Source: an optimization exercise on an open RTL-to-GDS flow (aim: small area). Production flows keep margins and buffers that such runs may drop.
In this exercise RTL edits were held to simulation tests only and were not proved equivalent to the original.
Power figures rest on the tool's default switching activity, not on a simulated workload.

[flow/constraint.sdc]
create_clock -name core_clock -period 7.0 [get_ports {clk}]
set_input_delay 1.4000 -clock core_clock [delete_from_list [all_inputs] [get_ports {clk}]]
set_output_delay 1.4000 -clock core_clock [all_outputs]
set_load 0.01 [all_outputs]
[flow/design.v]
module tm_ao22 (input logic a, b, c, d, output logic y);
   assign y = (a & b) | (c & d);
endmodule
module tm_ao222 (input logic a, b, c, d, e, f, output logic y);
   assign y = (a & b) | (c & d) | (e & f);
endmodule
module tm_aoi222 (input logic a, b, c, d, e, f, output logic y);
   assign y = ~((a & b) | (c & d) | (e & f));
endmodule
module tm_nand3b (input logic an, b, c, output logic y);
   assign y = ~(~an & b & c);
endmodule
module tm_nand2 (input logic a, b, output logic y);
   assign y = ~(a & b);
endmodule
module tm_nor2 (input logic a, b, output logic y);
   assign y = ~(a | b);
endmodule
module tm_and2 (input logic a, b, output logic y);
   assign y = a & b;
endmodule
module tm_inv (input logic a, output logic y);
   assign y = ~a;
endmodule
module tm_oai21 (input logic a1, a2, b1, output logic y);
   assign y = ~((a1 | a2) & b1);
endmodule
module tm_rd8 (input logic [7:0] s, input logic [7:0] x, output logic y);
   logic n0, n1, t67;
   tm_aoi222 u_0 (.a(s[0]), .b(x[0]), .c(s[1]), .d(x[1]), .e(s[2]), .f(x[2]), .y(n0));
   tm_aoi222 u_1 (.a(s[3]), .b(x[3]), .c(s[4]), .d(x[4]), .e(s[5]), .f(x[5]), .y(n1));
   tm_ao22   u_2 (.a(s[6]), .b(x[6]), .c(s[7]), .d(x[7]), .y(t67));
   tm_nand3b u_3 (.an(t67), .b(n0), .c(n1), .y(y));
endmodule
module tm_lookup #(
   parameter int NT = 8,
   parameter int AW = 32
) (
   input  logic [NT*AW-1:0] base,     
   input  logic [NT*AW-1:0] limit,    
   input  logic [NT-1:0]    sel,
   input  logic [AW-1:0]    addr,
   output logic             hit
);
   logic [AW-1:0] w_sb, w_sl, w_an;
   logic [AW:0]   w_cb, w_cl;    
   for (genvar k = 0; k < AW; k++) begin : g_bit
      logic [NT-1:0] xb, xl;
      for (genvar t = 0; t < NT; t++) begin : g_t
         assign xb[t] = base[t*AW+k];
         assign xl[t] = limit[t*AW+k];
      end
      tm_rd8 u_rb (.s(sel), .x(xb), .y(w_sb[k]));
      tm_rd8 u_rl (.s(sel), .x(xl), .y(w_sl[k]));
      if (k == 0) begin : g_first
         tm_nor2 u_cb (.a(w_sb[k]), .b(addr[k]), .y(w_cb[k+1]));
         tm_and2 u_cl (.a(addr[k]),  .b(w_sl[k]), .y(w_cl[k+1]));
      end else begin : g_rest
         logic gb, pb, gl, pl;
         tm_inv u_an (.a(addr[k]), .y(w_an[k]));
         if (k % 2 == 0) begin : g_even
            tm_nor2  u_gb (.a(w_sb[k]), .b(w_an[k]), .y(gb));
            tm_nand2 u_pb (.a(w_sb[k]), .b(w_an[k]), .y(pb));
            tm_oai21 u_cb (.a1(gb), .a2(w_cb[k]), .b1(pb), .y(w_cb[k+1]));
            tm_nor2  u_gl (.a(addr[k]), .b(w_sl[k]), .y(gl));
            tm_nand2 u_pl (.a(addr[k]), .b(w_sl[k]), .y(pl));
            tm_oai21 u_cl (.a1(gl), .a2(w_cl[k]), .b1(pl), .y(w_cl[k+1]));
         end else begin : g_odd
            tm_nand2 u_gb (.a(w_sb[k]), .b(addr[k]),  .y(gb));
            tm_nor2  u_pb (.a(w_sb[k]), .b(addr[k]),  .y(pb));
            tm_oai21 u_cb (.a1(pb), .a2(w_cb[k]), .b1(gb), .y(w_cb[k+1]));
            tm_nand2 u_gl (.a(w_an[k]), .b(w_sl[k]), .y(gl));
            tm_nor2  u_pl (.a(w_an[k]), .b(w_sl[k]), .y(pl));
            tm_oai21 u_cl (.a1(pl), .a2(w_cl[k]), .b1(gl), .y(w_cl[k+1]));
         end
      end
   end
   assign w_cb[0] = 1'b1;
   assign w_cl[0] = 1'b1;
   assign hit = w_cb[AW] & w_cl[AW];
endmodule
module thread_mmu #(
   parameter int NUM_TRD = 8,
   parameter int TRD_W   = 3,
   parameter int AW      = 32
) (
   input  logic             clk,
   input  logic             rst_n,
   input  logic [AW-1:0]    i_addr,
   input  logic [TRD_W-1:0] i_trd,
   input  logic             i_rd,
   input  logic [AW-1:0]    d_addr,
   input  logic [TRD_W-1:0] d_trd,
   input  logic             d_rd,
   input  logic             d_wr,
   output logic             i_segfault,
   output logic             d_segfault,
   input  logic             i_fill_req,
   input  logic             d_fill_req,
   input  logic             d_fill_wr,
   output logic             i_fill_done,
   output logic             d_fill_done,
   output logic             fill_err,
   input  logic             cfg_we,
   input  logic             cfg_side,
   input  logic [TRD_W-1:0] cfg_trd,
   input  logic [AW-1:0]    cfg_base,
   input  logic [AW-1:0]    cfg_limit,
   input  logic             ready,
   input  logic             tx_done,
   output logic [1:0]       mem_op,
   output logic [63:0]      cpu_addr
);
   logic [NUM_TRD*AW-1:0] w_ib, w_il, w_db, w_dl;
   logic                  r_v0_i, r_v0_d;
   logic [AW-1:0]         w_wb, w_wl;    
   assign w_wb = cfg_base  ^ 32'hAAAA_AAAB;
   assign w_wl = cfg_limit ^ 32'h5555_5555;
   for (genvar t = 0; t < NUM_TRD; t++) begin : g_trd
      logic          w_we_i, w_we_d, w_hold_i, w_hold_d;
      logic [AW-1:0] r_ib, r_il, r_db, r_dl;
      logic [AW-1:0] w_ib_d, w_il_d, w_db_d, w_dl_d;
      assign w_we_i   = cfg_we & ~cfg_side & (cfg_trd == TRD_W'(t));
      assign w_we_d   = cfg_we &  cfg_side & (cfg_trd == TRD_W'(t));
      assign w_hold_i = ~w_we_i;
      assign w_hold_d = ~w_we_d;
      for (genvar k = 0; k < AW; k++) begin : g_bit
         tm_ao22 u_ib (.a(r_ib[k]), .b(w_hold_i), .c(w_wb[k]),      .d(w_we_i), .y(w_ib_d[k]));
         tm_ao22 u_il (.a(r_il[k]), .b(w_hold_i), .c(w_wl[k]),     .d(w_we_i), .y(w_il_d[k]));
         tm_ao22 u_db (.a(r_db[k]), .b(w_hold_d), .c(w_wb[k]),      .d(w_we_d), .y(w_db_d[k]));
         tm_ao22 u_dl (.a(r_dl[k]), .b(w_hold_d), .c(w_wl[k]),     .d(w_we_d), .y(w_dl_d[k]));
      end
      always_ff @(posedge clk) begin
         r_ib[AW-2:0] <= w_ib_d[AW-2:0];
         r_il[AW-2:0] <= w_il_d[AW-2:0];
         r_db[AW-2:0] <= w_db_d[AW-2:0];
         r_dl[AW-2:0] <= w_dl_d[AW-2:0];
      end
      if (t == 0) begin : g_t0
         always_ff @(posedge clk) begin
            r_ib[AW-1] <= w_ib_d[AW-1];
            r_il[AW-1] <= w_il_d[AW-1];
            r_db[AW-1] <= w_db_d[AW-1];
            r_dl[AW-1] <= w_dl_d[AW-1];
         end
         always_ff @(posedge clk or negedge rst_n) begin
            if (!rst_n) begin
               r_v0_i <= 1'b0;
               r_v0_d <= 1'b0;
            end else begin
               r_v0_i <= r_v0_i | w_we_i;
               r_v0_d <= r_v0_d | w_we_d;
            end
         end
      end else begin : g_tn
         always_ff @(posedge clk or negedge rst_n) begin
            if (!rst_n) begin
               r_ib[AW-1] <= 1'b0;
               r_il[AW-1] <= 1'b0;
               r_db[AW-1] <= 1'b0;
               r_dl[AW-1] <= 1'b0;
            end else begin
               r_ib[AW-1] <= w_ib_d[AW-1];
               r_il[AW-1] <= w_il_d[AW-1];
               r_db[AW-1] <= w_db_d[AW-1];
               r_dl[AW-1] <= w_dl_d[AW-1];
            end
         end
      end
      assign w_ib[t*AW +: AW] = r_ib;
      assign w_il[t*AW +: AW] = r_il;
      assign w_db[t*AW +: AW] = r_db;
      assign w_dl[t*AW +: AW] = r_dl;
   end
   logic [NUM_TRD-1:0] w_i_sel, w_d_sel;
   logic               w_i_cmp, w_d_cmp, w_i_in, w_d_in;
   for (genvar t = 0; t < NUM_TRD; t++) begin : g_sel
      assign w_i_sel[t] = (i_trd == TRD_W'(t));
      assign w_d_sel[t] = (d_trd == TRD_W'(t));
   end
   tm_lookup #(.NT(NUM_TRD), .AW(AW)) u_i_look (
      .base(w_ib), .limit(w_il), .sel(w_i_sel), .addr(i_addr), .hit(w_i_cmp));
   tm_lookup #(.NT(NUM_TRD), .AW(AW)) u_d_look (
      .base(w_db), .limit(w_dl), .sel(w_d_sel), .addr(d_addr), .hit(w_d_cmp));
   assign w_i_in = (w_i_sel[0] & ~r_v0_i) ? (i_addr[AW-1:9] == 23'h80)  : w_i_cmp;
   assign w_d_in = (w_d_sel[0] & ~r_v0_d) ? (d_addr[AW-1:8] == 24'h102) : w_d_cmp;
   assign i_segfault = i_rd & ~w_i_in;
   assign d_segfault = (d_rd | d_wr) & ~w_d_in;
   typedef enum logic [1:0] {ST_IDLE, ST_ISSUE, ST_WAIT, ST_DONE} state_t;
   state_t        r_state, w_nxt;
   logic          r_side, r_last_d, r_err;
   logic          r_i_done, r_d_done, r_fill_err;
   logic [1:0]    r_op;
   logic [AW-1:0] r_addr, w_addr_d;
   logic          w_i_pend, w_d_pend, w_grant, w_gnt_d, w_sel_valid;
   logic          w_ld_i, w_ld_d, w_ld_n;
   assign w_i_pend    = i_fill_req & ~r_i_done;
   assign w_d_pend    = d_fill_req & ~r_d_done;
   assign w_grant     = (r_state == ST_IDLE) & (w_i_pend | w_d_pend);
   assign w_gnt_d     = w_d_pend & (~w_i_pend | ~r_last_d);
   assign w_sel_valid = w_gnt_d ? w_d_in : w_i_in;
   always_comb begin
      w_nxt = r_state;
      case (r_state)
         ST_IDLE:  if (w_i_pend || w_d_pend) begin
                      if (w_sel_valid) w_nxt = ST_ISSUE;
                      else             w_nxt = ST_DONE;
                   end
         ST_ISSUE: if (ready) w_nxt = ST_WAIT;
         ST_WAIT:  if (tx_done) w_nxt = ST_DONE;
         default:  w_nxt = ST_IDLE;
      endcase
   end
   assign w_ld_d = w_grant & w_sel_valid & w_gnt_d;
   assign w_ld_i = w_grant & w_sel_valid & ~w_gnt_d;
   assign w_ld_n = ~(w_grant & w_sel_valid);
   for (genvar k = 0; k < AW; k++) begin : g_addr
      tm_ao222 u_a (.a(r_addr[k]), .b(w_ld_n), .c(d_addr[k]), .d(w_ld_d), .e(i_addr[k]),
                    .f(w_ld_i), .y(w_addr_d[k]));
   end
   always_ff @(posedge clk or negedge rst_n) begin
      if (!rst_n) begin
         r_state    <= ST_IDLE;
         r_side     <= 1'b0;
         r_last_d   <= 1'b0;
         r_err      <= 1'b0;
         r_op       <= 2'b00;
         r_addr     <= '0;
         r_i_done   <= 1'b0;
         r_d_done   <= 1'b0;
         r_fill_err <= 1'b0;
      end else begin
         r_state    <= w_nxt;
         r_addr     <= w_addr_d;
         r_i_done   <= (r_state == ST_DONE) && !r_side;
         r_d_done   <= (r_state == ST_DONE) && r_side;
         r_fill_err <= (r_state == ST_DONE) && r_err;
         if (w_grant) begin
            r_side   <= w_gnt_d;
            r_last_d <= w_gnt_d;
            r_op     <= (w_gnt_d && d_fill_wr) ? 2'b11 : 2'b01;
            r_err    <= !w_sel_valid;
         end
      end
   end
   assign mem_op      = (r_state == ST_ISSUE) ? r_op : 2'b00;
   assign cpu_addr    = {{(64-AW){1'b0}}, r_addr};
   assign i_fill_done = r_i_done;
   assign d_fill_done = r_d_done;
   assign fill_err    = r_fill_err;
endmodule
[flow/run.sh]
#!/bin/bash
# synth_recipe.tcl (not shown) runs the flow's synth.tcl, then flattens the netlist and writes it again
# the make line also repeats each setting of config.mk as NAME=value (left out here)
make -C /OpenROAD-flow-scripts/flow DESIGN_CONFIG=/design/flow/config.mk WORK_HOME=/design/flow/orfs CLKGATE_MAP_FILE= SYNTH_SCRIPT=/design/flow/synth_recipe.tcl finish
[flow/config.mk]
export PLATFORM = sky130hd
export DESIGN_NAME = thread_mmu
export DESIGN_NICKNAME = thread_mmu
export VERILOG_FILES = /design/flow/design.v
export SDC_FILE = /design/flow/constraint.sdc
export NUM_CORES = 4
export LEC_CHECK = 0
export CAP_MARGIN = 20
export CORE_MARGIN = 2
export CORE_UTILIZATION = 40
export PLACE_DENSITY = 0.6
export SLEW_MARGIN = 20
export SYNTH_HIERARCHICAL = 1
==> results of run 1 <==
[Yosys stat by module (local to each module, per instance), a selection]
module / times used / flip-flops and latches / cells inside / area [sq um]
tm_nand3b: 128 / 0 / 1 / 7.51
tm_nand2: 124 / 0 / 1 / 3.75
tm_nor2: 126 / 0 / 1 / 3.75
tm_oai21: 124 / 0 / 1 / 5.00
tm_inv: 62 / 0 / 1 / 3.75
thread_mmu: 1 / 1067 / 1278 / 23000
tm_ao22: 1152 / 0 / 1 / 8.76
tm_ao222: 32 / 0 / 2 / 13.8
tm_and2: 2 / 0 / 1 / 6.26
tm_aoi222: 256 / 0 / 1 / 10.0
[critical path: cells and delay by family]
kind                   cells  cell delay [ns]
buffers and inverters      6             0.79
AND/OR/NAND/NOR            5             0.91
AO/OA/AOI/OAI             33             3.87
[layer usage]
metal	up-vias	routed length, um
li1	14794	-
met1	17047	66400
met2	1979	65700
met3	292	17200
met4	0	4740
met5	-	0
[report_power, final]
group / internal [mW] / switching [mW] / leakage [nW]
Clock: 3.26 / 2.52 / 1.73
Sequential: 7.47 / 0.774 / 9.23
Combinational: 1.89 / 1.36 / 8.85
Total: 12.6 / 4.65 / 19.8
[registers in the layout, summed over array words and instances, names as in the netlist, 2 cells and up]
name,count
g_trd.r_db,256
g_trd.r_dl,256
g_trd.r_ib,256
g_trd.r_il,256
r_addr,32
r_op,2
r_state,2
[cells by family after synthesis]
logic type                 synth area share, %
muxes                                   0.0258
adders and majority gates                0.161
buffers and inverters                     2.17
and+or+nand+nor                           6.44
other                                  0.00965
DFF                                       55.9
AOI/OAI and AO/OA                         35.3
[through the flow]
stage | utilization (%) | hold slack (ns) | setup TNS [ns]
2_1_floorplan | - | 0.430 | -18.10
3_3_place_gp | 45.6 | 0.454 | -56.58
3_5_place_dp | 45.6 | 0.469 | -57.54
4_1_cts | 49.7 | 0.485 | -14.63
5_1_grt | 50.1 | 0.493 | -25.48
6_report | 50.1 | 0.483 | -11.23
[cell usage after synthesis]
library cell / count
a211oi_2: 1
a21boi_1: 1
a222oi_1: 288
a22o_1: 1153
a311oi_1: 1
a31oi_1: 1
a32o_1: 1
and2_1: 9
and3_1: 4
and3b_1: 4
buf_2: 3
buf_4: 33
buf_6: 2
clkbuf_1: 4
conb_1: 1
dfrtp_1: 71
dfxtp_1: 996
ha_1: 5
inv_1: 145
mux2i_1: 1
nand2_1: 137
nand2b_1: 9
nand3_1: 8
nand3b_1: 128
nand4_1: 3
nand4b_1: 2
nor2_1: 138
nor2b_1: 8
nor3_1: 3
nor3_2: 1
nor3_4: 1
nor3b_1: 6
nor3b_2: 1
nor4_1: 8
nor4b_1: 3
o2111ai_1: 1
o211ai_1: 2
o21ai_0: 2
o21ai_1: 125
o41ai_2: 1
o41ai_4: 1
or2_1: 1
or2_2: 3
or3_1: 2
[worst paths after layout]
check	start	endpoint	slack, ns	depth (start not counted)
max	i_trd[2]	i_segfault	-1.44	44
min	g_trd[6].r_dl[9]	g_trd[6].r_dl[9]	0.48	1
max reg2reg	g_trd[0].r_dl[0]	r_addr[25]	0.70	44
min reg2reg	g_trd[6].r_dl[9]	g_trd[6].r_dl[9]	0.48	1
max in group asynchronous	rst_n	r_addr[10]	5.11	2
min in group asynchronous	rst_n	g_trd[2].r_il[31]	0.63	1
[area by class of cell]
| cell class | count | area, sq um |
|---|---|---|
| fill | 8561 | 48200 |
| sequential | 1067 | 21700 |
| multi-input combinational | 2095 | 16900 |
| timing repair buffer | 422 | 4060 |
| clock buffer | 168 | 3190 |
| tap | 1276 | 1600 |
| inverter | 145 | 566 |
| clock inverter | 35 | 338 |
| antenna | 1 | 2.50 |
[what timing repair did]
action                                 4_1_cts  5_1_grt
setup endpoints to repair                   36       36
endpoints found under the hold margin        0        0
gates resized for setup                     95       48
buffers inserted                            19       26
gates cloned                                 4        1
pin swaps                                   79      101
hold buffers                                 0        0
==> key figures, run 1 <==
Run status
  – Outcome: finished with violations
  – Layout check faults: setup timing

Worst setup path
  – CP max-delay cell: and3_4
  – Crit. End Element: output pin
  – Critical Path Fanout Max: 5
  – Worst setup SP type: input port
  – Critical Path Max Stage Delay: 0.25 ns
  – Cell mode on critical path: o21ai_1
  – Arr. time, crit path: 7.04 ns
  – Critical Path RT: 5.60 ns
  – WS Path Type: in -> out

Layout
  – Final cell count without fillers: 5209
  – Finished Cell Area: 48400 sq um
  – Fraction of layout cells with a size suffix above 1: 12.9%
  – Most common cell after layout, fill and taps aside: a22o_1
  – Layout area overhead: 24.4%
  – Most frequent cells in the layout: a22o_1 (1153), dfxtp_1 (996), a222oi_1 (288), buf_4 (186), clkdlybuf4s50_1 (178)
  – Final #Nets: 3994

Timing
  – Tightest Pin Transition: 1.23 ns
  – Slew margin rel.: 17.7%
  – Final setup fails: 34
  – Setup WS post-layout: -1.44 ns
  – Final period utilization: 121%
  – RSZ-0062 raised after global routing: true
  – Final hold violations: 0
  – Pins Over Slew Limit: 0
  – Clock Skews: 0.0247 ns
  – Tmin final: 8.44 ns
  – Fmax: 119 MHz

Floorplan
  – Die H: 316 um
  – Die area: 99700 sq um
  – Initial core utilization: 40.3%
  – Die width: 316 um
  – I/O pins: 220
  – Core Rows: 114
  – Core area: 96600 sq um

Synthesis
  – Post-Synthesis Cells: 3318
  – Yosys top cell by area: dfxtp_1
  – Library cells used by synthesis: 44
  – Register bit total from synthesis: 1067
  – Mapped Area: 38900 sq um
  – Synth area leaders: dfxtp_1 (51%), a22o_1 (26%), a222oi_1 (7.4%)
  – Ys Warns: 7
  – Seq/Total Area, Yosys: 55.9%
  – Area share of the largest cell type after synthesis: 51.3%
  – Avg Synthesized Cell Area: 11.7 sq um

Clocking
  – Clock Tree Root: clkbuf_16
  – Max clock buf depth: 3
  – Worst-skew pair later-pin latency: 0.70 ns
  – CTS Buf Count: 109
  – # clock sinks: 1067
  – Clock H-tree levels: 3
  – TritonCTS clock tree: built
  – Clock-pin slew on the worst setup and hold paths: 0.06 ns

GRT
  – Initial antenna violation count: 1
  – Busiest grt layer: met2
  – GR Util met3: 6.32%
  – Pin count of the biggest net entering global routing: 66
  – Met1 Track Usage GR: 42.9%
  – First-pass GRT wire length: 224000 um
  – Met2 usage: 44.8%
  – Vias in the first global route: 32537
  – Tot GR Track Use: 29.9%
  – Grt total ovfl: 0

Power and ir drop
  – Total chip power: 17.3 mW
  – Lkg Pwr: 19.8 nW
  – Max VDD drop: 0.250 mV
  – PD cells: 357 nW/um^2

Routing
  – Routed vias: 34112
  – Drt wl/cell: 29.6 um
  – WL final: 154000 um
  – Vias per cell: 6.55
  – First-pass DRT Iterations: 9
  – Iteration-0 DRC count of the detailed router: 5412
  – Number of nets with antenna violations after routing: 0
  – # DRC: 0

Placement
  – Port bufs: 187
  – Placed inst area: 44100 sq um
  – Placed Cells incl. Taps: 4964
  – Post-DP HPWL: 88200 um
  – Dpl ws: -2.31 ns
  – Gpl congestion: 0.840

Worst hold path
  – Hold Crit Class: reg -> reg

Run
  – Max Cap Viol: 0
==> inputs of run 2 (changes only) <==
--- a/flow/config.mk
+++ b/flow/config.mk
@@ -7,7 +7,9 @@
 export LEC_CHECK = 0
-export CAP_MARGIN = 20
+export CAP_MARGIN = 0
 export CORE_MARGIN = 2
 export CORE_UTILIZATION = 40
+export CTS_BUF_LIST = sky130_fd_sc_hd__clkbuf_4 sky130_fd_sc_hd__clkbuf_8
+export CTS_CLUSTER_SIZE = 30
 export PLACE_DENSITY = 0.6
-export SLEW_MARGIN = 20
+export SLEW_MARGIN = 0
 export SYNTH_HIERARCHICAL = 1
==> run 2 against run 1 <==
Wire length increased by 1.1%. The layout still fails its checks (setup timing). Largest cell class unchanged. Synthesized cell count did not move. Critical path type unchanged. Clock-buffer cell count rose by 112. Die area unchanged. Register-to-register slack got worse by 0.10 ns. First-iteration DRC count fell by 4.3%. Flip-flop and latch count unchanged. Combinational power is essentially flat. Worst setup slack improved by 0.099 ns. Worst hold slack got worse by 0.010 ns. Sequential share of layout area fell by 0.22 points.
==> key figures, run 2 <==
Worst setup path
  – Critical Path Fanout Max: 5
  – Setup crit end: i_segfault
  – Critical Path Max Stage Delay: 0.35 ns
  – RR Startpoint: g_trd[0].r_il[0]
  – FF-to-FF setup slack: 0.60 ns
  – Cells on worst reg2reg path: 44
  – Worst R2R End: r_addr[24]
  – CP max-delay cell: a222oi_1
  – Critical Path RT: 5.60 ns
  – Crit. End Element: output pin
  – Arr. time, crit path: 6.94 ns
  – Critical Path Source: i_trd[2]
  – Worst setup SP type: input port
  – Cell mode on critical path: o21ai_1
  – WS Path Type: in -> out

GRT
  – Pin count of the biggest net entering global routing: 66
  – Tot GR Track Use: 30.3%
  – Initial antenna violation count: 4
  – Met1 Track Usage GR: 42.1%
  – Vias in the first global route: 33153
  – Grt total ovfl: 0
  – First-pass GRT wire length: 226000 um
  – GR Util met3: 8.30%
  – Met2 usage: 45.0%
  – Busiest grt layer: met2

Synthesis
  – Number of flops mapped to enable cells by yosys: 0
  – Area share of the largest cell type after synthesis: 51.3%
  – Top post-synthesis cells by count: a22o_1 (1153), dfxtp_1 (996), a222oi_1 (288), inv_1 (145), nor2_1 (138)
  – Register bit total from synthesis: 1067
  – Most frequent cell after synthesis: a22o_1
  – Library cells used by synthesis: 44
  – Synth Flop Type: dfxtp_1
  – Avg Synthesized Cell Area: 11.7 sq um
  – Mapped Area: 38900 sq um
  – Synth area leaders: dfxtp_1 (51%), a22o_1 (26%), a222oi_1 (7.4%)
  – Post-Synthesis Cells: 3318
  – Yosys top cell by area: dfxtp_1
  – Ys Warns: 7
  – Seq/Total Area, Yosys: 55.9%
  – Async S/R FF share, synth: 6.65%

Run
  – Max Cap Viol: 0

Routing
  – Iteration-0 DRC count of the detailed router: 5177
  – Number of nets with antenna violations after routing: 0
  – # DRC: 0
  – WL final: 156000 um
  – First-pass DRT Iterations: 9
  – Drt wl/cell: 29.3 um
  – Vias per cell: 6.49
  – Routed vias: 34450

Power and ir drop
  – Total chip power: 17.5 mW
  – PD cells: 361 nW/um^2
  – Lkg Pwr: 20.1 nW
  – Max VDD drop: 0.163 mV

Floorplan
  – Die area: 99700 sq um
  – Die width: 316 um
  – Core Rows: 114
  – Initial core utilization: 40.3%
  – Die H: 316 um
  – I/O pins: 220
  – Core area: 96600 sq um

Timing
  – Tmin final: 8.34 ns
  – Fmax: 120 MHz
  – Slew margin rel.: 15.4%
  – Final setup fails: 32
  – Final hold violations: 0
  – Clock Skews: 0.0433 ns
  – Final period utilization: 119%
  – RSZ-0062 raised after global routing: true
  – Pins Over Slew Limit: 0
  – Tightest Pin Transition: 1.27 ns
  – Setup WS post-layout: -1.34 ns
  – TNS Setup: -5.62 ns

Clocking
  – Worst-skew pair later-pin latency: 0.86 ns
  – Max clock buf depth: 3
  – # clock sinks: 1067
  – Clock-pin slew on the worst setup and hold paths: 0.07 ns
  – TritonCTS clock tree: built
  – Clock H-tree levels: 4
  – Hold Buf Count CTS: 0
  – Clock Tree Root: clkbuf_8
  – CTS Buf Count: 174

Layout
  – Final #Nets: 4043
  – Fraction of layout cells with a size suffix above 1: 15.8%
  – Post-Route Utilization: 50.3%
  – Most common cell after layout, fill and taps aside: a22o_1
  – Layout area overhead: 25.0%
  – Most frequent cells in the layout: a22o_1 (1153), dfxtp_1 (996), a222oi_1 (288), clkbuf_8 (219), buf_4 (183)
  – Final cell count without fillers: 5309

Placement
  – Port bufs: 187
  – Post-DP HPWL: 88100 um
  – Dpl ws: -2.33 ns
  – Placed Cells incl. Taps: 4963
  – Gpl congestion: 0.840

Worst hold path
  – Hold Crit Class: in -> async

Run status
  – Layout check faults: setup timing
  – Outcome: finished with violations
-- run 2: report_power, final --
group / switching [mW] / total, mW / internal [mW]
clock: 2.62 / 6.04 / 3.42
sequential: 0.779 / 8.25 / 7.47
combinational: 1.35 / 3.24 / 1.88
total: 4.75 / 17.5 / 12.8
-- run 2: logic make-up (layout without fill, tap and decap cells) --
kind of cell	after synthesis	after routing	share of synthesized area (%)
adder cells (fa/ha/maj)	5	5	0.161
multiplexers	1	1	0.0258
AO/OA/AOI/OAI	1578	1578	35.3
other	1	35	0.00965
AND/OR/NAND/NOR	479	479	6.44
buffers and inverters	187	868	2.17
flip-flops	1067	1067	55.9
-- run 2: stage by stage --
step                hold slack, ns  instance area (sq um)
CTS                          0.436                  48400
global route                 0.478                  48600
detailed placement           0.469                  44100
global placement             0.454                  44100
floorplan                    0.430                  39200
finish                       0.472                  48600
-- run 2: routing by layer --
layer  routed length (um)  vias to the layer above
met1                66500                    17179
met3                18000                      277
met2                66500                     2058
li1                     -                    14936
met4                 4600                        0
met5                    0                        -
-- run 2: worst max-delay path, delay by kind of cell --
family                 cells  cell delay (ns)
buffers and inverters      6             0.76
AOI/OAI and AO/OA         33             4.06
and+or+nand+nor            5             0.70
-- run 2: how the worst min path moves through the flow --
stage	startpoint	end	cells past startpoint
2_1_floorplan	r_op[0]	r_op[0]	1
3_3_place_gp	r_op[0]	r_op[0]	1
3_5_place_dp	g_trd[0].r_il[30]	g_trd[0].r_il[30]	1
4_1_cts	rst_n	g_trd[1].r_dl[31]	1
5_1_grt	rst_n	g_trd[1].r_dl[31]	1
6_report	rst_n	g_trd[1].r_dl[31]	1
-- run 2: modules after synthesis (local to each module, per instance), excerpt --
module	times used	cells inside	flip-flops and latches	area, sq um
thread_mmu	1	1278	1067	23000
tm_and2	2	1	0	6.26
tm_ao222	32	2	0	13.8
tm_nand2	124	1	0	3.75
tm_aoi222	256	1	0	10.0
tm_nor2	126	1	0	3.75
tm_nand3b	128	1	0	7.51
-- run 2: layout make-up --
cell class,instances,area (sq um)
multi-input combinational,2095,16900
antenna,3,7.51
clock buffer,280,3470
inverter,145,564
clock inverter,37,452
timing repair buffer,406,3930
tap,1276,1600
sequential,1067,21700
fill,8609,48000
-- run 2: timing repair --
item,CTS,global route
pin swaps,79,58
buffers inserted,14,8
setup endpoints to repair,36,36
gates resized for setup,93,28
gates cloned,6,1
==> inputs of run 3 (changes only) <==
--- a/flow/design.v
+++ b/flow/design.v
@@ -33,2 +33,30 @@
    tm_nand3b u_3 (.an(t67), .b(n0), .c(n1), .y(y));
+endmodule
+module tm_ao21 (input logic a1, a2, b1, output logic y);
+   assign y = (a1 & a2) | b1;
+endmodule
+module tm_cmp (
+   input  logic [31:0] a1,
+   input  logic [31:0] b1,
+   input  logic        cn1,
+   output logic        c32
+);
+   logic [32:0] w_c;     
+   logic [32:0] w_c0;    
+   logic [32:0] w_c1;    
+   assign w_c[1] = cn1;
+   for (genvar k = 1; k < 10; k++) begin : g_b0
+      tm_oai21 u_c (.a1(a1[k]), .a2(w_c[k]), .b1(b1[k]), .y(w_c[k+1]));
+   end
+   for (genvar k = 10; k < 32; k++) begin : g_b12
+      if (k == 10 || k == 20) begin : g_start
+         tm_inv u_0 (.a(a1[k]), .y(w_c0[k+1]));
+         tm_inv u_1 (.a(b1[k]), .y(w_c1[k+1]));
+      end else begin : g_next
+         tm_oai21 u_0 (.a1(a1[k]), .a2(w_c0[k]), .b1(b1[k]), .y(w_c0[k+1]));
+         tm_oai21 u_1 (.a1(a1[k]), .a2(w_c1[k]), .b1(b1[k]), .y(w_c1[k+1]));
+      end
+   end
+   tm_ao21 u_s1 (.a1(w_c1[20]), .a2(w_c[10]), .b1(w_c0[20]), .y(w_c[20]));
+   tm_ao21 u_s2 (.a1(w_c1[32]), .a2(w_c[20]), .b1(w_c0[32]), .y(c32));
 endmodule
@@ -45,3 +73,4 @@
    logic [AW-1:0] w_sb, w_sl, w_an;
-   logic [AW:0]   w_cb, w_cl;    
+   logic [AW-1:0] w_ab, w_bb, w_al, w_bl;    
+   logic          w_cb1, w_cl1, w_hb, w_hl;
    for (genvar k = 0; k < AW; k++) begin : g_bit
@@ -55,27 +84,26 @@
       if (k == 0) begin : g_first
-         tm_nor2 u_cb (.a(w_sb[k]), .b(addr[k]), .y(w_cb[k+1]));
-         tm_and2 u_cl (.a(addr[k]),  .b(w_sl[k]), .y(w_cl[k+1]));
+         tm_nor2 u_cb (.a(w_sb[k]), .b(addr[k]), .y(w_cb1));
+         tm_and2 u_cl (.a(addr[k]),  .b(w_sl[k]), .y(w_cl1));
+         assign w_ab[k] = 1'b0;
+         assign w_bb[k] = 1'b0;
+         assign w_al[k] = 1'b0;
+         assign w_bl[k] = 1'b0;
       end else begin : g_rest
-         logic gb, pb, gl, pl;
          tm_inv u_an (.a(addr[k]), .y(w_an[k]));
          if (k % 2 == 0) begin : g_even
-            tm_nor2  u_gb (.a(w_sb[k]), .b(w_an[k]), .y(gb));
-            tm_nand2 u_pb (.a(w_sb[k]), .b(w_an[k]), .y(pb));
-            tm_oai21 u_cb (.a1(gb), .a2(w_cb[k]), .b1(pb), .y(w_cb[k+1]));
-            tm_nor2  u_gl (.a(addr[k]), .b(w_sl[k]), .y(gl));
-            tm_nand2 u_pl (.a(addr[k]), .b(w_sl[k]), .y(pl));
-            tm_oai21 u_cl (.a1(gl), .a2(w_cl[k]), .b1(pl), .y(w_cl[k+1]));
+            tm_nor2  u_gb (.a(w_sb[k]), .b(w_an[k]), .y(w_ab[k]));
+            tm_nand2 u_pb (.a(w_sb[k]), .b(w_an[k]), .y(w_bb[k]));
+            tm_nor2  u_gl (.a(addr[k]), .b(w_sl[k]), .y(w_al[k]));
+            tm_nand2 u_pl (.a(addr[k]), .b(w_sl[k]), .y(w_bl[k]));
          end else begin : g_odd
-            tm_nand2 u_gb (.a(w_sb[k]), .b(addr[k]),  .y(gb));
-            tm_nor2  u_pb (.a(w_sb[k]), .b(addr[k]),  .y(pb));
-            tm_oai21 u_cb (.a1(pb), .a2(w_cb[k]), .b1(gb), .y(w_cb[k+1]));
-            tm_nand2 u_gl (.a(w_an[k]), .b(w_sl[k]), .y(gl));
-            tm_nor2  u_pl (.a(w_an[k]), .b(w_sl[k]), .y(pl));
-            tm_oai21 u_cl (.a1(pl), .a2(w_cl[k]), .b1(gl), .y(w_cl[k+1]));
-         end
-      end
-   end
-   assign w_cb[0] = 1'b1;
-   assign w_cl[0] = 1'b1;
-   assign hit = w_cb[AW] & w_cl[AW];
+            tm_nor2  u_pb (.a(w_sb[k]), .b(addr[k]),  .y(w_ab[k]));
+            tm_nand2 u_gb (.a(w_sb[k]), .b(addr[k]),  .y(w_bb[k]));
+            tm_nor2  u_pl (.a(w_an[k]), .b(w_sl[k]), .y(w_al[k]));
+            tm_nand2 u_gl (.a(w_an[k]), .b(w_sl[k]), .y(w_bl[k]));
+         end
+      end
+   end
+   tm_cmp u_cb (.a1(w_ab), .b1(w_bb), .cn1(w_cb1), .c32(w_hb));
+   tm_cmp u_cl (.a1(w_al), .b1(w_bl), .cn1(w_cl1), .c32(w_hl));
+   assign hit = w_hb & w_hl;
 endmodule
--- a/flow/config.mk
+++ b/flow/config.mk
@@ -10,4 +10,5 @@
 export CORE_UTILIZATION = 40
-export CTS_BUF_LIST = sky130_fd_sc_hd__clkbuf_4 sky130_fd_sc_hd__clkbuf_8
-export CTS_CLUSTER_SIZE = 30
+export CTS_BUF_LIST = sky130_fd_sc_hd__clkbuf_16
+export CTS_CLUSTER_DIAMETER = 80
+export CTS_CLUSTER_SIZE = 25
 export PLACE_DENSITY = 0.6
==> run 3 against run 2 <==
Now clean on timing, DRC and antenna. Worst hold slack improved by 0.0047 ns. Synthesized cell count increased by 2.9%. Sequential share of layout area increased by 2.0 points. Maximum frequency increased by 22%. Wire length decreased by 3.9%. Largest power group unchanged.
==> key figures, run 3 <==
Clocking
  – CTS Buf Count: 53
  – Clock-pin slew on the worst setup and hold paths: 0.08 ns
  – Worst-skew pair later-pin latency: 0.66 ns
  – TritonCTS clock tree: built
  – Max clock buf depth: 3
  – Clock Tree Root: clkbuf_16
  – # clock sinks: 1067
  – Hold Buf Count CTS: 0
  – Clock H-tree levels: 2

Timing
  – Final period utilization: 97.3%
  – Pins Over Slew Limit: 0
  – Tmin final: 6.81 ns
  – Slew margin rel.: 21.0%
  – Tightest Pin Transition: 1.17 ns
  – Final hold violations: 0
  – Setup WS post-layout: 0.191 ns
  – Final setup fails: 0
  – Fmax: 147 MHz
  – Clock Skews: 0.0335 ns

Synthesis
  – Post-Synthesis Cells: 3414
  – Ys Warns: 7
  – Avg Synthesized Cell Area: 11.5 sq um
  – Mapped Area: 39400 sq um

Routing
  – # DRC: 0
  – First-pass DRT Iterations: 8
  – Iteration-0 DRC count of the detailed router: 4816
  – Drt wl/cell: 29.0 um
  – Vias per cell: 6.59
  – Number of nets with antenna violations after routing: 0
  – WL final: 150000 um
  – Routed vias: 33932

GRT
  – First-pass GRT wire length: 220000 um
  – Pin count of the biggest net entering global routing: 67
  – Grt total ovfl: 0
  – Tot GR Track Use: 28.2%
  – Initial antenna violation count: 6
  – Vias in the first global route: 32105

Worst setup path
  – Worst path cell trace: clkdlybuf4s50_1, buf_12, nor3_4, buf_12, buf_4, a222oi_1, nand3b_1, and2_1, o21ai_1, o21ai_1, o21ai_1, o21ai_1, o21ai_1, o21ai_1, o21ai_1, o21ai_2, o21ai_1, a21o_1, a21o_1, and2_1, o41ai_2, o21ai_1, nor2_1, clkbuf_2
  – CP max-delay cell: clkdlybuf4s50_1
  – Arr. time, crit path: 5.41 ns
  – Crit. End Element: output pin
  – Worst setup SP type: input port
  – WS Path Type: in -> out
  – Cell mode on critical path: o21ai_1
  – Cells on worst reg2reg path: 23
  – Critical Path Fanout Max: 11
  – Critical Path RT: 5.60 ns
  – Critical Path Max Stage Delay: 0.51 ns

Floorplan
  – Die area: 101000 sq um
  – Initial core utilization: 40.2%
  – I/O pins: 220
  – Core area: 98000 sq um
  – Die width: 318 um
  – Core Rows: 115
  – Die H: 318 um

Run
  – Max Cap Viol: 0

Placement
  – Dpl ws: -0.577 ns
  – Port bufs: 187
  – Gpl congestion: 0.879
  – Post-DP HPWL: 93100 um
  – Placed Cells incl. Taps: 5053

Layout
  – Most common cell after layout, fill and taps aside: a22o_1
  – Final cell count without fillers: 5150
  – Layout area overhead: 18.2%
  – Most frequent cells in the layout: a22o_1 (1153), dfxtp_1 (996), a222oi_1 (288), o21ai_1 (183), clkdlybuf4s50_1 (180)
  – Fraction of layout cells with a size suffix above 1: 8.63%
  – Final #Nets: 3983

Worst hold path
  – Hold path cells: 1
  – Hold Crit Class: reg -> reg

Power and ir drop
  – Lkg Pwr: 18.9 nW
  – PD cells: 325 nW/um^2
  – Total chip power: 15.1 mW
  – Max VDD drop: 0.217 mV

Run status
  – Outcome: timing/DRC/antenna clean
run 3: final cells by class:
class	count	area [sq um]
well taps	1287	1610
inverters	161	624
diodes	4	10.0
clock inverters	28	231
flip-flops and latches	1067	21700
fillers	8915	51500
clock buffers	57	1430
multi-input cells	2175	17200
repair buffers	371	3690
run 3: repair_timing:
action / in CTS / in global routing
buffers inserted: 0 / 6
setup endpoints to repair: 2 / 2
pin swaps: 16 / 36
resized for setup: 14 / 28
cloned: 0 / 2
run 3: metrics by stage:
step	TNS (ns)	util (%)	instance area, sq um	hold slack (ns)
6_report	0	47.5	46500	0.477
5_1_grt	-0.0134	47.5	46500	0.484
4_1_cts	-0.0217	47.3	46300	0.475
3_5_place_dp	-1.03	45.5	44600	0.447
3_3_place_gp	-1.02	45.5	44600	0.448
2_1_floorplan	0	-	39500	0.430
run 3: path summary, 6_finish.rpt:
check | start | endpoint | slack, ns
worst max-delay path | d_trd[0] | d_segfault | 0.19
worst min-delay path | r_op[0] | r_op[0] | 0.48
worst max register to register | g_trd[0].r_il[0] | r_addr[3] | 2.60
worst min register to register | r_op[0] | r_op[0] | 0.48
max in group asynchronous | rst_n | r_addr[2] | 5.08
min in group asynchronous | rst_n | r_addr[11] | 0.66
run 3: power breakdown:
group	switching (mW)	internal, mW	total, mW	leakage (nW)
sequential	0.766	7.45	8.21	9.22
clock	2.11	1.55	3.66	0.861
combinational	1.41	1.85	3.26	8.83
run 3: layer usage:
metal	vias to the layer above	wire length [um]	GRT usage (%)
li1	14874	-	-
met1	17046	65200	40.1
met2	1790	66500	44.5
met3	220	13900	4.34
met4	2	3950	7.46
met5	-	9	0
run 3: worst max-delay path: cells and delay by family:
family	cells	cell delay (ns)
AO/OA/AOI/OAI	14	2.31
buffers and inverters	5	1.12
AND/OR/NAND/NOR	5	0.53
==> inputs of run 4 (changes only) <==
--- a/flow/config.mk
+++ b/flow/config.mk
@@ -9,3 +9,3 @@
 export CORE_MARGIN = 2
-export CORE_UTILIZATION = 40
+export CORE_UTILIZATION = 65
 export CTS_BUF_LIST = sky130_fd_sc_hd__clkbuf_16
@@ -13,3 +13,3 @@
 export CTS_CLUSTER_SIZE = 25
-export PLACE_DENSITY = 0.6
+export PLACE_DENSITY = 0.75
 export SLEW_MARGIN = 0
==> run 4 against run 3 <==
Design area down 2.2%. Area after synthesis did not move. Clock skew decreased by 0.014 ns. Die area is 38% lower. Register-to-register slack worse by 0.54 ns. Sequential power increased by 0.5%. Non-clock buffer count is 9 higher. Largest power group unchanged.
==> key figures, run 4 <==
Run status
  – Outcome: timing/DRC/antenna clean

Clocking
  – CTS Buf Count: 48
  – Worst-skew pair later-pin latency: 0.64 ns
  – Clock-pin slew on the worst setup and hold paths: 0.09 ns
  – TritonCTS clock tree: built
  – Clock H-tree levels: 2
  – # clock sinks: 1067
  – Max clock buf depth: 3
  – Clock Tree Root: clkbuf_16

Worst setup path
  – Worst setup SP type: input port
  – Critical Path Fanout Max: 27
  – Critical path buffers and inverters: 6
  – Worst R2R End: r_addr[1]
  – Arr. time, crit path: 5.50 ns
  – Cell mode on critical path: o21ai_1
  – Crit. End Element: output pin
  – Worst path cell trace: dlygate4sd2_1, buf_12, nor3b_4, buf_12, buf_6, a222oi_1, nand3b_1, nand2_1, inv_1, o21ai_1, o21ai_1, o21ai_1, o21ai_1, o21ai_1, o21ai_1, o21ai_1, o21ai_1, o21ai_1, a21o_1, a21o_1, and2_1, o41ai_4, and3_1, dlymetal6s2s_1
  – CP max-delay cell: a222oi_1
  – Critical Path Max Stage Delay: 0.40 ns
  – WS Path Type: in -> out
  – Family with the most delay on the worst path: compound AO/OA/AOI/OAI gates
  – RR Startpoint: g_trd[3].r_il[0]
  – Cells on worst reg2reg path: 23
  – Critical Path RT: 5.60 ns
  – FF-to-FF setup slack: 2.06 ns

Worst hold path
  – Hold Crit Class: reg -> reg
  – Hold Crit Start: r_last_d
  – Hold path cells: 1
  – End of the worst hold path: r_i_done

Timing
  – Slew margin rel.: 8.45%
  – Final period utilization: 98.6%
  – TNS Setup: 0 ns
  – Fmax: 145 MHz
  – Clock Skews: 0.0200 ns
  – Tmin final: 6.90 ns
  – Pins Over Slew Limit: 0
  – Final setup fails: 0
  – Setup WS post-layout: 0.0990 ns
  – Final hold violations: 0
  – Tightest Pin Transition: 1.37 ns

GRT
  – Pin count of the biggest net entering global routing: 67
  – First-pass GRT wire length: 215000 um
  – Initial antenna violation count: 2
  – Vias in the first global route: 35349
  – Grt total ovfl: 0
  – Tot GR Track Use: 44.3%

Placement
  – Post-DP HPWL: 90000 um
  – Gpl congestion: 0.949
  – Placed Cells incl. Taps: 4558
  – Dpl ws: -0.395 ns
  – Port bufs: 187

Floorplan
  – Die area: 62500 sq um
  – Core area: 60100 sq um
  – Die width: 250 um
  – Initial core utilization: 65.4%
  – I/O pins: 220
  – Core Rows: 90
  – Die H: 250 um

Routing
  – First-pass DRT Iterations: 13
  – Post-Route M1 WL: 51800 um
  – Number of nets with antenna violations after routing: 0
  – WL final: 145000 um
  – Iteration-0 DRC count of the detailed router: 5922
  – Drt wl/cell: 31.2 um
  – # DRC: 0
  – Top Metal Used: met5
  – WL met2: 63800 um
  – Wire length on met3: 20800 um
  – Routed vias: 35954
  – Vias per cell: 7.76

Power and ir drop
  – Max VDD drop: 0.318 mV
  – PD cells: 324 nW/um^2
  – Lkg Pwr: 18.8 nW

Synthesis
  – Avg Synthesized Cell Area: 11.5 sq um
  – Mapped Area: 39400 sq um
  – Ys Warns: 7
  – Post-Synthesis Cells: 3414

Layout
  – Fraction of layout cells with a size suffix above 1: 8.12%
  – Layout area overhead: 15.6%
  – Most common cell after layout, fill and taps aside: a22o_1
  – Area of the multi-input gates: 17200 sq um
  – Register area: 21700 sq um
  – Final #Nets: 3989
  – Fillers: 4097
  – Final cell count without fillers: 4636
  – Most frequent cells in the layout: a22o_1 (1153), dfxtp_1 (996), a222oi_1 (288), o21ai_1 (192), clkdlybuf4s50_1 (179)

Run
  – Max Cap Viol: 0
-- run 4: cell types whose count changed in the layout (fill, tap and decap cells not counted), sizes merged, moves of 2 or more --
cell,before,now
clkbuf,61,52
diode,4,1
and3b,4,6
clkinv,21,2
inv,167,177
buf,183,193
-- run 4: layout make-up --
cell class              instances  share of cell area, %
flip-flops and latches       1067                   47.7
multi-input cells            2177                   37.7
repair buffers                380                   8.13
clock buffers                  50                   2.75
well taps                     782                   2.15
inverters                     161                   1.33
clock inverters                18                  0.149
diodes                          1                0.00550
-- run 4: how the worst max path moves through the flow --
stage / from / endpoint / cells past startpoint
after floorplan: d_trd[1] / d_segfault / 23
after global placement: d_trd[2] / d_segfault / 23
after detailed placement: d_trd[2] / d_segfault / 23
after CTS: i_trd[1] / i_segfault / 25
after global routing: d_trd[0] / d_segfault / 23
final: i_trd[1] / i_segfault / 24
-- run 4: routing by layer --
| layer | global-route usage (%) | up-vias |
|---|---|---|
| met3 | 12.6 | 609 |
| met1 | 56.5 | 17524 |
| li1 | - | 14867 |
| met4 | 24.4 | 2 |
| met5 | 0 | - |
| met2 | 68.2 | 2952 |
-- run 4: power breakdown --
part | switching [mW] | total (mW) | internal (mW)
clock | 1.90 | 3.20 | 1.29
combinational | 1.46 | 3.31 | 1.85
sequential | 0.803 | 8.25 | 7.45
total | 4.17 | 14.8 | 10.6
-- run 4: through the flow --
stage	utilization (%)	hold WS (ns)	area [sq um]	power (mW)
after CTS	75.5	0.472	45400	14.6
after floorplan	-	0.430	39500	10.3
final	75.6	0.471	45500	14.8
after global routing	75.6	0.491	45500	15.3
after detailed placement	73.2	0.456	44000	11.5
after global placement	73.2	0.445	44000	11.3
-- run 4: timing repair --
item,CTS,global route
gates cloned,1,2
setup endpoints to repair,2,2
buffers inserted,3,3
hold endpoints to repair,0,0
gates resized for setup,18,9
pin swaps,6,19
hold buffers,0,0
-- run 4: worst register-to-register path: stages (launching register included) --
cell	delay, ns
dfxtp_1	0.32
a222oi_1	0.31
nand3b_1	0.12
and2_1	0.15
o21ai_1	0.18
o21ai_1	0.14
o21ai_1	0.16
o21ai_1	0.08
o21ai_1	0.13
buf_4	0.15
o21ai_1	0.07
o21ai_1	0.15
o21ai_1	0.09
buf_4	0.14
o21ai_1	0.25
a21o_1	0.21
a21o_1	0.13
and2_1	0.16
o41ai_4	0.11
buf_4	0.17
a211oi_4	0.85
buf_4	0.49
a222oi_1	0.19
inv_1	0.12
==> inputs of run 5 (changes only) <==
--- a/flow/config.mk
+++ b/flow/config.mk
@@ -9,7 +9,7 @@
 export CORE_MARGIN = 2
-export CORE_UTILIZATION = 65
-export CTS_BUF_LIST = sky130_fd_sc_hd__clkbuf_16
-export CTS_CLUSTER_DIAMETER = 80
-export CTS_CLUSTER_SIZE = 25
-export PLACE_DENSITY = 0.75
+export CORE_UTILIZATION = 40
+export CTS_BUF_LIST = sky130_fd_sc_hd__clkbuf_8 sky130_fd_sc_hd__clkbuf_16
+export CTS_CLUSTER_DIAMETER = 120
+export CTS_CLUSTER_SIZE = 30
+export PLACE_DENSITY = 0.6
 export SLEW_MARGIN = 0
==> run 5 against run 4 <==
Die area rose by 61%. Clock-buffer cell count fell by 8. Area after synthesis did not move. Largest cell class unchanged. Sequential power fell by 0.5%. Critical path depth did not move. Total power fell by 1.8%. Via count fell by 6.1%. Global-route usage fell by 16 points. Flip-flop and latch count did not move. Register-to-register slack improved by 0.53 ns. Worst hold slack improved by 0.012 ns. Wire length rose by 2.9%.
==> key figures, run 5 <==
Run status
  – Outcome: timing/DRC/antenna clean

Routing
  – Routed vias: 33768
  – # DRC: 0
  – Vias per cell: 6.59
  – Drt wl/cell: 29.0 um
  – First-pass DRT Iterations: 13
  – Number of nets with antenna violations after routing: 0
  – WL final: 149000 um
  – Iteration-0 DRC count of the detailed router: 4935

Clocking
  – CTS Buf Count: 41
  – # clock sinks: 1067
  – TritonCTS clock tree: built
  – Worst-skew pair later-pin latency: 0.64 ns
  – Clock-pin slew on the worst setup and hold paths: 0.12 ns
  – Max clock buf depth: 3
  – Clock H-tree levels: 2
  – Hold Buf Count CTS: 0
  – Clock Tree Root: clkbuf_16

Power and ir drop
  – Comb power frac: 22.5%
  – Sw Pwr: 4.09 mW
  – Clock share of power: 20.9%
  – PD cells: 316 nW/um^2
  – Total chip power: 14.5 mW
  – Flop pwr share: 56.7%
  – Lkg Pwr: 18.7 nW
  – Int Power: 10.4 mW
  – Max VDD drop: 0.172 mV
  – Sw frac: 28.2%

Timing
  – Worst hold-check slack: 0.483 ns
  – Final setup fails: 0
  – TNS Setup: 0 ns
  – Tmin final: 6.82 ns
  – Tightest Pin Transition: 1.16 ns
  – Slew margin rel.: 21.8%
  – Final period utilization: 97.4%
  – Pins Over Slew Limit: 0
  – Clock Skews: 0.0279 ns
  – Fmax: 147 MHz
  – Final hold violations: 0

Layout
  – Layout area overhead: 16.7%
  – Fillers: 8939
  – Fraction of layout cells with a size suffix above 1: 7.96%
  – Most common cell after layout, fill and taps aside: a22o_1
  – Final cell count without fillers: 5124
  – Most frequent cells in the layout: a22o_1 (1153), dfxtp_1 (996), a222oi_1 (288), o21ai_1 (184), clkdlybuf4s50_1 (180)
  – Final #Nets: 3970
  – Post-Route Utilization: 46.9%

Worst setup path
  – WS Path Type: in -> out
  – Worst path cell trace: clkdlybuf4s50_1, buf_12, nand2_1, nor2_4, buf_12, a222oi_1, nand3b_1, nor2_1, o21ai_1, o21ai_1, o21ai_1, o21ai_1, o21ai_1, o21ai_1, o21ai_1, o21ai_2, o21ai_1, a21o_1, a21o_1, and2_1, o41ai_2, o21ai_1, nor2_1, clkbuf_2
  – Cells on worst reg2reg path: 23
  – FF-to-FF setup slack: 2.59 ns
  – RR Startpoint: g_trd[0].r_il[0]
  – Crit. End Element: output pin
  – Family with the most delay on the worst path: compound AO/OA/AOI/OAI gates
  – Critical Path Max Stage Delay: 0.45 ns
  – CP max-delay cell: clkdlybuf4s50_1
  – Critical Path RT: 5.60 ns
  – Arr. time, crit path: 5.42 ns
  – Critical Path Fanout Max: 9
  – Cell mode on critical path: o21ai_1
  – Critical path buffers and inverters: 4
  – Worst setup SP type: input port
  – Worst R2R End: r_addr[3]

Worst hold path
  – Hold path cells: 1
  – Hold Crit Start: r_last_d
  – Hold Crit Class: reg -> reg
  – End of the worst hold path: r_i_done

Placement
  – Placed Cells incl. Taps: 5053
  – Port bufs: 187
  – Gpl congestion: 0.879
  – Post-DP HPWL: 93100 um

Synthesis
  – Avg Synthesized Cell Area: 11.5 sq um
  – Post-Synthesis Cells: 3414
  – Mapped Area: 39400 sq um
  – Ys Warns: 7

GRT
  – First-pass GRT wire length: 219000 um
  – Initial antenna violation count: 5
  – Pin count of the biggest net entering global routing: 67
  – Vias in the first global route: 31923
  – Grt total ovfl: 0
  – Tot GR Track Use: 28.1%

Floorplan
  – Die area: 101000 sq um
  – I/O pins: 220
  – Die H: 318 um
  – Die width: 318 um
  – Core area: 98000 sq um
  – Core Rows: 115
  – Initial core utilization: 40.2%

Run
  – Max Cap Viol: 0
-- run 5: cell count changes in the layout (fill, tap and decap cells not counted), moves of 7 or more --
cell	previous run	this run
clkinv_2	0	16
inv_2	16	0
buf_4	161	149
o21ai_1	192	184
clkbuf_16	51	44
o21ai_2	6	13
-- run 5: how the worst max path moves through the flow --
stage	slack [ns]	endpoint	cells past startpoint	startpoint
after global routing	-0.01	d_segfault	25	d_trd[0]
final	0.18	d_segfault	24	d_trd[0]
after global placement	-0.56	i_segfault	24	i_trd[1]
after CTS	-0.02	i_segfault	24	i_trd[1]
after detailed placement	-0.58	i_segfault	24	i_trd[1]
after floorplan	0.44	d_segfault	23	d_trd[1]
-- run 5: power by group through the flow --
stage	combinational, mW	sequential, mW	clock, mW
6_report	3.25	8.21	3.03
5_1_grt	3.51	8.36	3.28
4_1_cts	3.20	8.18	3.07
3_5_place_dp	3.19	8.30	0
3_3_place_gp	3.12	8.31	0
2_1_floorplan	2.16	8.14	0
-- run 5: final cells by class --
class	instances	area (sq um)	share of cell area [%]
well taps	1287	1610	3.51
repair buffers	370	3640	7.93
diodes	3	7.51	0.0163
flip-flops and latches	1067	21700	47.3
inverters	161	624	1.36
clock buffers	42	1050	2.29
clock inverters	19	78.8	0.172
multi-input cells	2175	17200	37.4
-- run 5: routing by layer --
| layer | vias up | GRT usage [%] | wire (um) |
|---|---|---|---|
| met2 | 1766 | 44.6 | 66600 |
| met4 | 2 | 7.13 | 3610 |
| li1 | 14821 | - | - |
| met1 | 16986 | 40.1 | 65300 |
| met3 | 193 | 4.00 | 13300 |
| met5 | - | 0 | 9 |
-- run 5: through the flow --
step                worst slack (ns)  instance area, sq um
floorplan                      0.444                 39500
global placement              -0.561                 44600
detailed placement            -0.577                 44600
CTS                          -0.0217                 45800
global route                 -0.0105                 45900
finish                         0.179                 45900
-- run 5: repair_timing --
action                                  CTS  global route
buffers inserted                          0             5
resized for setup                        14            25
gates cloned                              0             2
pin swaps                                16            32
endpoints found under the setup margin    2             2
-- run 5: worst reg2reg max path: cells and delay by family, from the launching register on --
kind | cells | cell delay [ns]
compound gates | 15 | 2.76
buf+inv | 4 | 0.62
simple gates | 4 | 0.57
flops | 1 | 0.34
==> inputs of run 6 (changes only) <==
==> flow/flow/run.sh (new file) <==
#!/bin/bash
# The standard layout (standard.sh, with the standard synthesis unchanged), with:
#  - port buffers as buf_1 cells (buffer_ports -buffer_cell),
#  - CTS with larger sink clusters and no dummy loads,
#  - non-critical gates downsized after global routing (RECOVER_POWER).
# The make output goes to standard_flow.log; each ORFS step keeps its own log under orfs/logs.
set -euo pipefail
bash standard.sh \
  BUFFER_PORTS_ARGS="-buffer_cell sky130_fd_sc_hd__buf_1" \
  CTS_ARGS="-sink_clustering_enable -repair_clock_nets -sink_clustering_size 25 -sink_clustering_max_diameter 80 -buf_list sky130_fd_sc_hd__clkbuf_16 -dont_use_dummy_load" \
  RECOVER_POWER=100 \
  finish > standard_flow.log 2>&1
==> flow/standard.sh (new file) <==
#!/bin/bash
# synth_recipe.tcl (not shown) runs the flow's synth.tcl, then flattens the netlist and writes it again
# the make line also repeats each setting of config.mk as NAME=value (left out here)
make -C /OpenROAD-flow-scripts/flow DESIGN_CONFIG=/design/flow/config.mk WORK_HOME=/design/flow/orfs CLKGATE_MAP_FILE= SYNTH_SCRIPT=/design/flow/synth_recipe.tcl "${@:-finish}"
--- a/flow/config.mk
+++ b/flow/config.mk
@@ -10,5 +10,2 @@
 export CORE_UTILIZATION = 40
-export CTS_BUF_LIST = sky130_fd_sc_hd__clkbuf_8 sky130_fd_sc_hd__clkbuf_16
-export CTS_CLUSTER_DIAMETER = 120
-export CTS_CLUSTER_SIZE = 30
 export PLACE_DENSITY = 0.6
removed: flow/run.sh
==> run 6 against run 5 <==
Via count rose by 1.3%. Design area decreased by 3.5%. Highest routed layer unchanged. Flip-flop and latch count unchanged. Critical endpoint unchanged. Critical path depth unchanged. Clock power rose by 8.9%. First-iteration DRC count rose by 12%. The layout now fails its checks (capacitance limit, slew limit). Largest power group unchanged.
==> key figures, run 6 <==
GRT
  – Grt total ovfl: 0
  – Pin count of the biggest net entering global routing: 66
  – Vias in the first global route: 31900
  – Tot GR Track Use: 29.3%
  – Initial antenna violation count: 5
  – First-pass GRT wire length: 225000 um

Layout
  – Area of the multi-input gates: 17100 sq um
  – Fillers: 9100
  – Fraction of layout cells with a size suffix above 1: 5.93%
  – Finished Cell Area: 44300 sq um
  – Layout area overhead: 12.7%
  – Final #Nets: 3933
  – Most frequent cells in the layout: a22o_1 (1153), dfxtp_1 (996), a222oi_1 (288), o21ai_1 (194), buf_1 (180)
  – Register area: 21700 sq um
  – Most common cell after layout, fill and taps aside: a22o_1

Worst setup path
  – Critical Path Fanout Max: 16
  – Arr. time, crit path: 5.39 ns
  – Critical Path Max Stage Delay: 0.35 ns
  – WS Path Type: in -> out
  – Cell mode on critical path: o21ai_1
  – Critical Path RT: 5.60 ns
  – Worst setup SP type: input port
  – Crit. End Element: output pin
  – CP max-delay cell: a222oi_1
  – Worst path cell trace: clkbuf_2, buf_4, and3b_4, buf_12, a222oi_1, nand3b_1, nor2_1, inv_1, o21ai_1, o21ai_1, o21ai_1, o21ai_1, o21ai_1, o21ai_1, o21ai_1, o21ai_1, o21ai_1, a21o_1, a21o_1, and2_1, o41ai_2, o21ai_0, nor2_1, buf_1

Routing
  – WL final: 156000 um
  – Drt wl/cell: 30.7 um
  – # DRC: 0
  – First-pass DRT Iterations: 10
  – Iteration-0 DRC count of the detailed router: 5526
  – Vias per cell: 6.75
  – Number of nets with antenna violations after routing: 0
  – Routed vias: 34196

Clocking
  – Clock-pin slew on the worst setup and hold paths: 0.08 ns
  – CTS Buf Count: 52
  – Max clock buf depth: 3
  – Clock Tree Root: clkbuf_16
  – Clock H-tree levels: 2
  – # clock sinks: 1067
  – Worst-skew pair later-pin latency: 0.67 ns
  – Hold Buf Count CTS: 0
  – TritonCTS clock tree: built

Power and ir drop
  – Max VDD drop: 0.215 mV
  – Total chip power: 14.6 mW
  – PD cells: 329 nW/um^2
  – Lkg Pwr: 17.7 nW

Placement
  – Placed inst area: 43200 sq um
  – Gpl congestion: 0.864
  – Post-DP HPWL: 96700 um
  – Port bufs: 187

Floorplan
  – Core Rows: 115
  – Initial core utilization: 40.2%
  – Core area: 98000 sq um
  – Die width: 318 um
  – Die area: 101000 sq um
  – Die H: 318 um
  – I/O pins: 220

Run status
  – Outcome: finished with violations
  – Layout check faults: capacitance limit, slew limit

Timing
  – Fmax: 147 MHz
  – RSZ-0062 raised after global routing: false
  – Final hold violations: 0
  – Tmin final: 6.79 ns
  – Final setup fails: 0
  – Tightest Pin Transition: 4.40 ns
  – TNS Setup: 0 ns
  – Clock Skews: 0.0441 ns
  – Final period utilization: 97.0%
  – Pins Over Slew Limit: 1060
  – Slew margin rel.: -194%

Synthesis
  – Mapped Area: 39400 sq um
  – Ys Warns: 7
  – Post-Synthesis Cells: 3414
  – Avg Synthesized Cell Area: 11.5 sq um

Worst hold path
  – Hold Crit Class: reg -> reg

Run
  – Max Cap Viol: 27
run 6: routing by layer:
layer	GRT usage (%)	routed length [um]
met4	9.15	5090
met2	45.4	68000
met5	0	21
met3	5.96	16400
met1	41.1	66200
run 6: layout make-up:
class                   instances  area share (%)
multi-input cells            2175            38.5
well taps                    1287            3.63
flip-flops and latches       1067            49.0
diodes                          1         0.00564
repair buffers                322            4.53
clock buffers                  52            2.94
inverters                     161            1.41
run 6: power by group:
| part | total, mW | switching [mW] | internal (mW) |
|---|---|---|---|
| sequential | 8.24 | 0.790 | 7.45 |
| clock | 3.30 | 1.97 | 1.33 |
| combinational | 3.07 | 1.42 | 1.65 |
run 6: metrics by stage:
step / cells / utilization [%] / hold slack (ns) / worst slack, ns
after global placement: 5012 / 44.0 / 0.452 / 0.0461
final: 5065 / 45.2 / 0.471 / 0.207
after detailed placement: 5012 / 44.0 / 0.454 / 0.0686
after global routing: 5064 / 45.2 / 0.493 / 0.0147
after floorplan: 3445 / - / 0.430 / 0.444
after CTS: 5064 / 45.4 / 0.471 / 0.0470
run 6: final timing paths:
| path | from | end | slack (ns) | cells after the start |
|---|---|---|---|---|
| setup / recovery | d_trd[0] | d_segfault | 0.21 | 24 |
| hold / removal | r_op[0] | r_op[0] | 0.47 | 1 |
| setup reg to reg | g_trd[3].r_dl[0] | r_addr[14] | 2.14 | 22 |
| hold reg to reg | r_op[0] | r_op[0] | 0.47 | 1 |
| max in group asynchronous | rst_n | r_addr[20] | 1.29 | 2 |
| min in group asynchronous | rst_n | r_addr[13] | 0.93 | 1 |
run 6: what timing repair did:
action,in CTS,in global routing
endpoints found under the setup margin,0,2
hold endpoints to repair,0,0
resized for setup,0,4
setup buffers,0,0
run 6: worst max-delay path, delay by kind of cell:
kind            cells  cell delay [ns]
buf+inv             5             0.79
compound gates     14             2.31
simple gates        5             0.88
==> inputs of run 7 (changes only) <==
==> flow/flow/run.sh (replaced) <==
#!/bin/bash
# The standard layout (standard.sh, with the standard synthesis unchanged), with:
#  - port buffers as buf_1 cells (buffer_ports -buffer_cell),
#  - CTS with larger sink clusters and no dummy loads.
# The make output goes to standard_flow.log; each ORFS step keeps its own log under orfs/logs.
set -euo pipefail
bash standard.sh \
  BUFFER_PORTS_ARGS="-buffer_cell sky130_fd_sc_hd__buf_1" \
  CTS_ARGS="-sink_clustering_enable -repair_clock_nets -sink_clustering_size 25 -sink_clustering_max_diameter 80 -buf_list sky130_fd_sc_hd__clkbuf_16 -dont_use_dummy_load" \
  finish > standard_flow.log 2>&1
==> run 7 against run 6 <==
Now clean on timing, DRC and antenna. Design area up 0.30%. Wire length about the same. Worst hold slack gained 0.0020 ns. Flip-flop and latch count is the same. Die area unchanged. Combinational power about the same. Sequential share of layout area decreased by 0.15 points. Clock-buffer cell count unchanged. Sequential power about the same. Utilization is 0.14 points higher. Largest cell class unchanged. Highest routed layer unchanged.
==> key figures, run 7 <==
Synthesis
  – Ys Warns: 7
  – Post-Synthesis Cells: 3414
  – Mapped Area: 39400 sq um
  – Avg Synthesized Cell Area: 11.5 sq um

Layout
  – Final #Nets: 3933
  – Most frequent cells in the layout: a22o_1 (1153), dfxtp_1 (996), a222oi_1 (288), o21ai_1 (195), buf_1 (184)
  – Layout area overhead: 13.0%
  – Most common cell after layout, fill and taps aside: a22o_1
  – Fraction of layout cells with a size suffix above 1: 6.57%
  – Register area: 21700 sq um
  – Fillers: 9078
  – Area of the multi-input gates: 17100 sq um

Worst setup path
  – RR Startpoint: g_trd[3].r_dl[0]
  – Arr. time, crit path: 5.41 ns
  – Critical Path Fanout Max: 14
  – Cells on worst reg2reg path: 22
  – Critical Path RT: 5.60 ns
  – Worst setup SP type: input port
  – WS Path Type: in -> out
  – Crit. End Element: output pin
  – FF-to-FF setup slack: 2.54 ns
  – Critical Path Source: d_trd[2]

Routing
  – # DRC: 0
  – Number of nets with antenna violations after routing: 0
  – Routed vias: 34311
  – First-pass DRT Iterations: 9
  – Vias per cell: 6.77
  – Drt wl/cell: 30.7 um
  – Iteration-0 DRC count of the detailed router: 5562
  – WL final: 156000 um

Timing
  – TNS Setup: 0 ns
  – Worst hold-check slack: 0.473 ns
  – Fmax: 147 MHz
  – Clock Skews: 0.0439 ns
  – RSZ-0062 raised after global routing: false
  – Slew margin rel.: 17.9%
  – Tmin final: 6.81 ns
  – Pins Over Slew Limit: 0
  – Tightest Pin Transition: 1.23 ns
  – Final period utilization: 97.3%
  – Final setup fails: 0
  – Final hold violations: 0

Clocking
  – Clock-pin slew on the worst setup and hold paths: 0.08 ns
  – Clock H-tree levels: 2
  – Worst-skew pair later-pin latency: 0.67 ns
  – Max clock buf depth: 3
  – Clock Tree Root: clkbuf_16
  – # clock sinks: 1067
  – Post-CTS Setup Bufs: 0
  – CTS Buf Count: 52
  – TritonCTS clock tree: built

Floorplan
  – I/O pins: 220
  – Core Rows: 115
  – Die width: 318 um
  – Die area: 101000 sq um
  – Core area: 98000 sq um
  – Initial core utilization: 40.2%
  – Die H: 318 um

Worst hold path
  – Hold Crit Class: reg -> reg
  – Hold Crit Start: r_op[0]
  – Hold path cells: 1

GRT
  – Vias in the first global route: 31900
  – Pin count of the biggest net entering global routing: 66
  – Initial antenna violation count: 5
  – Grt total ovfl: 0
  – First-pass GRT wire length: 225000 um
  – Tot GR Track Use: 29.3%

Power and ir drop
  – Lkg Pwr: 17.9 nW
  – PD cells: 329 nW/um^2
  – Max VDD drop: 0.215 mV

Run status
  – Outcome: timing/DRC/antenna clean

Placement
  – Port bufs: 187
  – Post-DP HPWL: 96700 um
  – Gpl congestion: 0.864

Run
  – Max Cap Viol: 0
run 7: through the flow:
step | worst slack (ns) | power, mW | utilization [%] | instance area [sq um] | std cells
floorplan | 0.444 | 10.3 | - | 39500 | 3445
global placement | 0.0461 | 11.3 | 44.0 | 43200 | 5012
detailed placement | 0.0686 | 11.3 | 44.0 | 43200 | 5012
CTS | 0.0470 | 14.6 | 45.4 | 44500 | 5064
global route | 0.0187 | 15.2 | 45.4 | 44500 | 5064
finish | 0.187 | 14.6 | 45.4 | 44500 | 5065
run 7: area by class of cell:
class / instances / share of cell area, %
Antenna cell: 1 / 0.00563
Clock buffer: 52 / 2.93
Inverter: 161 / 1.40
Multi-Input combinational cell: 2175 / 38.5
Sequential cell: 1067 / 48.8
Tap cell: 1287 / 3.62
Timing Repair Buffer: 322 / 4.69
run 7: repair_timing:
action                                  4_1_cts  5_1_grt
gates resized for setup                       0        4
endpoints found under the setup margin        0        2
hold buffers                                  0        0
run 7: power breakdown:
part,internal [mW],switching (mW)
Sequential,7.45,0.789
Clock,1.33,1.98
Combinational,1.65,1.42
Total,10.4,4.19
run 7: critical path: stages:
cell and delay [ns]:
buf_1 0.16, buf_12 0.18, and3b_4 0.48, buf_4 0.30
a22o_1 0.18, nand3b_1 0.10, and2_1 0.12, o21ai_1 0.06
o21ai_1 0.12, o21ai_1 0.08, o21ai_1 0.13, o21ai_1 0.08
o21ai_1 0.14, o21ai_1 0.10, o21ai_2 0.28, o21ai_1 0.18
a21o_1 0.29, a21o_1 0.19, and2_1 0.21, o41ai_2 0.08
o21ai_0 0.21, nor2_1 0.13, buf_1 0.16
run 7: worst paths after layout:
path                                   end
worst max-delay path            d_segfault
worst min register to register     r_op[0]
max in group asynchronous        r_addr[3]
worst max register to register   r_addr[3]
min in group asynchronous       r_addr[13]
worst min-delay path               r_op[0]
run 7: routing by layer:
| layer | global-route usage (%) | up-vias | share of wire, % |
|---|---|---|---|
| li1 | - | 14718 | - |
| met1 | 41.1 | 17227 | 43 |
| met2 | 45.4 | 2096 | 44 |
| met3 | 5.96 | 266 | 11 |
| met4 | 9.15 | 4 | 3.2 |
| met5 | 0 | - | 0.013 |

[static timing again, ports no longer ideal]
The flow's constraints put no driver on any port. The routed layouts listed below were extracted and timed again, unchanged, in two steps.
Step 1, drivers: a clkbuf_16 drives clk and a buf_2 each remaining input, both assumed.
Step 2 also shifts input and output timing later by t, the mid clock arrival at the registers, as if the neighbouring blocks saw the same clock.
Slacks: ideal ports / drivers / drivers and shift; pairs: ideal ports / drivers.
| run | t (ns) | setup slack, ns |
|---|---|---|
| run 1 | 0.758 | -1.438 / -1.471 / -1.471 |
| run 2 | 0.903 | -1.339 / -1.407 / -1.407 |
| run 3 | 0.716 | 0.191 / 0.081 / 0.081 |
| run 4 | 0.702 | 0.099 / 0.077 / -0.028 |
| run 5 | 0.696 | 0.179 / 0.103 / 0.103 |
| run 6 | 0.718 | 0.207 / 0.184 / -0.463 |
| run 7 | 0.716 | 0.187 / 0.162 / 0.162 |
